From an optimization exercise on the open Yosys and OpenROAD flow, aimed at a short achievable clock period and few clock cycles; shortcuts taken in it are not production practice. The RTL was checked by simulation tests, not by an equivalence proof against the original design. No activity file was given, so power comes from the tool's default toggle rates.

== v10 ==
## day3_pack_sequencer
module day3_pack_sequencer #(
    parameter int unsigned NUM_UNITS      = 4,
    parameter int unsigned MAX_PACK       = 128,
    parameter int unsigned RESULT_LATENCY = 8
) (
    input  logic                      clock,
    input  logic                      reset,
    input  logic                      in_valid,
    input  logic [7:0]                in_data,
    input  logic                      in_eof,
    output logic                      in_ready,
    output logic                      init,
    output logic                      stream_en,
    output logic [4*NUM_UNITS-1:0]    next_battery,
    output logic [8*NUM_UNITS-1:0]    battery_pack_size,
    output logic                      batch_done,
    output logic                      finished,
    output logic                      overflow
);
    localparam int unsigned LW = (NUM_UNITS > 1) ? $clog2(NUM_UNITS) : 1;
    localparam int unsigned GS = 8;                   
    localparam int unsigned NG = MAX_PACK / GS;       
    localparam int unsigned DW = $clog2(RESULT_LATENCY + 1);
    logic                  in_ready_q;
    logic [7:0]            cnt_q;         
    logic [LW-1:0]         lane_q;
    logic                  eof_q;
    logic                  overflow_q;
    logic                  tk, is_dig, is_lf, full, nz;
    logic                  wr, close_now, bc_now;
    logic [7:0]            cnt_after;
    logic [NUM_UNITS-1:0]  we1_q;
  ...
Size: roughly 6300 cells after synthesis, about 0.10 mm² of cells after synthesis.
==> flow/config.mk <==
export PLATFORM = sky130hd
export DESIGN_NAME = day3_pack_sequencer
export DESIGN_NICKNAME = day3_pack_sequencer
export VERILOG_FILES = /design/flow/design.v
export SDC_FILE = /design/flow/constraint.sdc
export NUM_CORES = 4
export LEC_CHECK = 0
export CAP_MARGIN = 20
export CORE_MARGIN = 2
export CORE_UTILIZATION = 70
export PLACE_DENSITY = 0.8
export SETUP_SLACK_MARGIN = 3.5
export SLEW_MARGIN = 20
==> flow/constraint.sdc <==
create_clock -name core_clock -period 6.0 [get_ports {clock}]
set_input_delay 1.2000 -clock core_clock [delete_from_list [all_inputs] [get_ports {clock}]]
set_output_delay 1.2000 -clock core_clock [all_outputs]
set_load 0.01 [all_outputs]
standard.sh (not shown) runs the stock make flow with config.mk's settings and CLKGATE_MAP_FILE= SYNTH_SCRIPT=/design/flow/synth_recipe.tcl, a recipe that flattens the netlist after the stock synthesis.
==> flow/flow/run.sh <==
#!/bin/bash
# Standard layout, except that the resizer may change a cell's footprint
# (so flip-flops and port buffers can be upsized when repairing setup).
set -euo pipefail
cd "$(dirname "$0")/.."
bash standard.sh synth > synth.log 2>&1
bash standard.sh MATCH_CELL_FOOTPRINT=0 finish > layout.log 2>&1
Every stage of the flow completed for v10, and the final layout passed the timing, design-rule and antenna checks.
Testbench counts of v10, summed over its fixed seeds: cycles 33,399.
Input changes introduced in v37 (baseline for comparison: v10):
- a deleted SETUP_SLACK_MARGIN that had been 3.5
- a change of CORE_UTILIZATION from 70 to 50
- a change of PLACE_DENSITY from 0.8 to 0.65
==> flow/run.sh (new file) <==
#!/bin/bash
# synth_recipe.tcl (not shown) runs the flow's synth.tcl, then flattens the netlist and writes it again
# the make line also repeats each setting of config.mk as NAME=value (left out here)
make -C /OpenROAD-flow-scripts/flow DESIGN_CONFIG=/design/flow/config.mk WORK_HOME=/design/flow/orfs CLKGATE_MAP_FILE= SYNTH_SCRIPT=/design/flow/synth_recipe.tcl finish
removed: flow/flow/run.sh
removed: flow/standard.sh
v37 vs v10: height of the die up by more than 10%
Between v37 and v10, it is v37 whose proportion of power drawn by the clock network is higher, by 0.8 points.
v37 and v10 ended up with nearly the same net count reported at finish.
Compared to v10, v37 has global-route usage 10 points lower.
Changes observed in v37 relative to v10: final area picked up an extra 1.3%, total power picked up an extra about 1.5%.
Final design utilization was higher in v10 than in v37.
| sequential share of layout area | higher: v10 |
Compared with v10, v37 shows power in the clock group higher by about 4%.
v37 vs v10, post-route fraction of the period consumed by the critical path went up by 11 points.
Of the two candidates, v10 has the better placeable core region and v37 the worse one.
#### Input delta (v49 over v37)
- CORE_UTILIZATION now 70, was 50
- CTS_CLUSTER_DIAMETER now 60, previously not set
- PLACE_DENSITY now 0.8, was 0.65
- CTS_CLUSTER_SIZE now 30, previously not set
- SETUP_SLACK_MARGIN now 3.5, previously not set
==> flow/flow/run.sh (new file) <==
#!/bin/bash
# Standard layout, except that the resizer may change a cell's footprint
# (so flip-flops and port buffers can be upsized when repairing setup).
set -euo pipefail
cd "$(dirname "$0")/.."
bash standard.sh synth > synth.log 2>&1
bash standard.sh MATCH_CELL_FOOTPRINT=0 finish > layout.log 2>&1
==> flow/standard.sh (new file) <==
#!/bin/bash
# synth_recipe.tcl (not shown) runs the flow's synth.tcl, then flattens the netlist and writes it again
# the make line also repeats each setting of config.mk as NAME=value (left out here)
make -C /OpenROAD-flow-scripts/flow DESIGN_CONFIG=/design/flow/config.mk WORK_HOME=/design/flow/orfs CLKGATE_MAP_FILE= SYNTH_SCRIPT=/design/flow/synth_recipe.tcl "${@:-finish}"
removed: flow/run.sh
### Flow results
Relative to v37, number of cells in the finished layout apart from fillers decreased by about 11% in v49. v49 against v37: maximum clock rate +about 30%; clock-pin transition on the worst setup and hold timing paths +0.03 ns.
diff inputs: v49 => v53
- CTS_CLUSTER_SIZE no longer set, was 30
- PLACE_DENSITY now 0.65, was 0.8
- CORE_UTILIZATION now 50, was 70
- CTS_CLUSTER_DIAMETER no longer set, was 60
==> flow/run.sh (new file) <==
#!/bin/bash
# synth_recipe.tcl (not shown) runs the flow's synth.tcl, then flattens the netlist and writes it again
# the make line also repeats each setting of config.mk as NAME=value (left out here)
make -C /OpenROAD-flow-scripts/flow DESIGN_CONFIG=/design/flow/config.mk WORK_HOME=/design/flow/orfs CLKGATE_MAP_FILE= SYNTH_SCRIPT=/design/flow/synth_recipe.tcl finish
removed: flow/flow/run.sh
removed: flow/standard.sh
==> comparison <==
- The run showing the greater placed cell area is v53.
- v53: design area higher than v49
- Compared with v49, v53 supports a lower clock frequency.
- v53 vs v49 — period utilization rose 3.1 points.
- Changes observed in v53 relative to v49: smallest hold slack roughly the same; maximum fanout count along the critical path lower; number of gates on the worst path with buffers counted roughly the same.
- On v53: total power consumption of the routed design is about 18% higher than what v49 gave.
- v53: no failed stages, no open violations at the end
- Looking at the reports, v49 completed the entire flow and the layout it produced met the timing, design-rule and antenna checks.

[re-timing with driven ports]
The results above use ideal ports. As a check the final layouts listed here were re-extracted and re-timed, cells and wires unchanged. Step 1: set_driving_cell puts a clkbuf_16 on clock and a buf_2 on each other input, an assumption about the parent block. Step 2 also shifts input and output timing later by t, the mid clock arrival at the registers, as if the neighbouring blocks saw the same clock. a / b / c = ideal ports / drivers / drivers and shift; a / b = the first two.
run	shift t [ns]	slack for setup (ns)	hold slack, ns	slew at the worst register clock pin (ns)	cell pins on the clock port's net
v10	0.953	3.340 / 3.267 / 2.757	0.353 / 0.353 / 0.353	0.07 / 0.07	1
v37	1.012	2.653 / 2.560 / 2.854	0.352 / 0.352 / 0.352	0.07 / 0.07	1
v49	0.879	3.399 / 3.322 / 2.785	0.354 / 0.354 / 0.354	0.11 / 0.11	1
v53	1.009	3.211 / 3.117 / 2.858	0.355 / 0.355 / 0.355	0.07 / 0.07	1
After both steps setup and hold are still met in every run listed. The setup slack of v49, which loses most, moves by -0.077 ns with the drivers and by -0.614 ns with both steps.
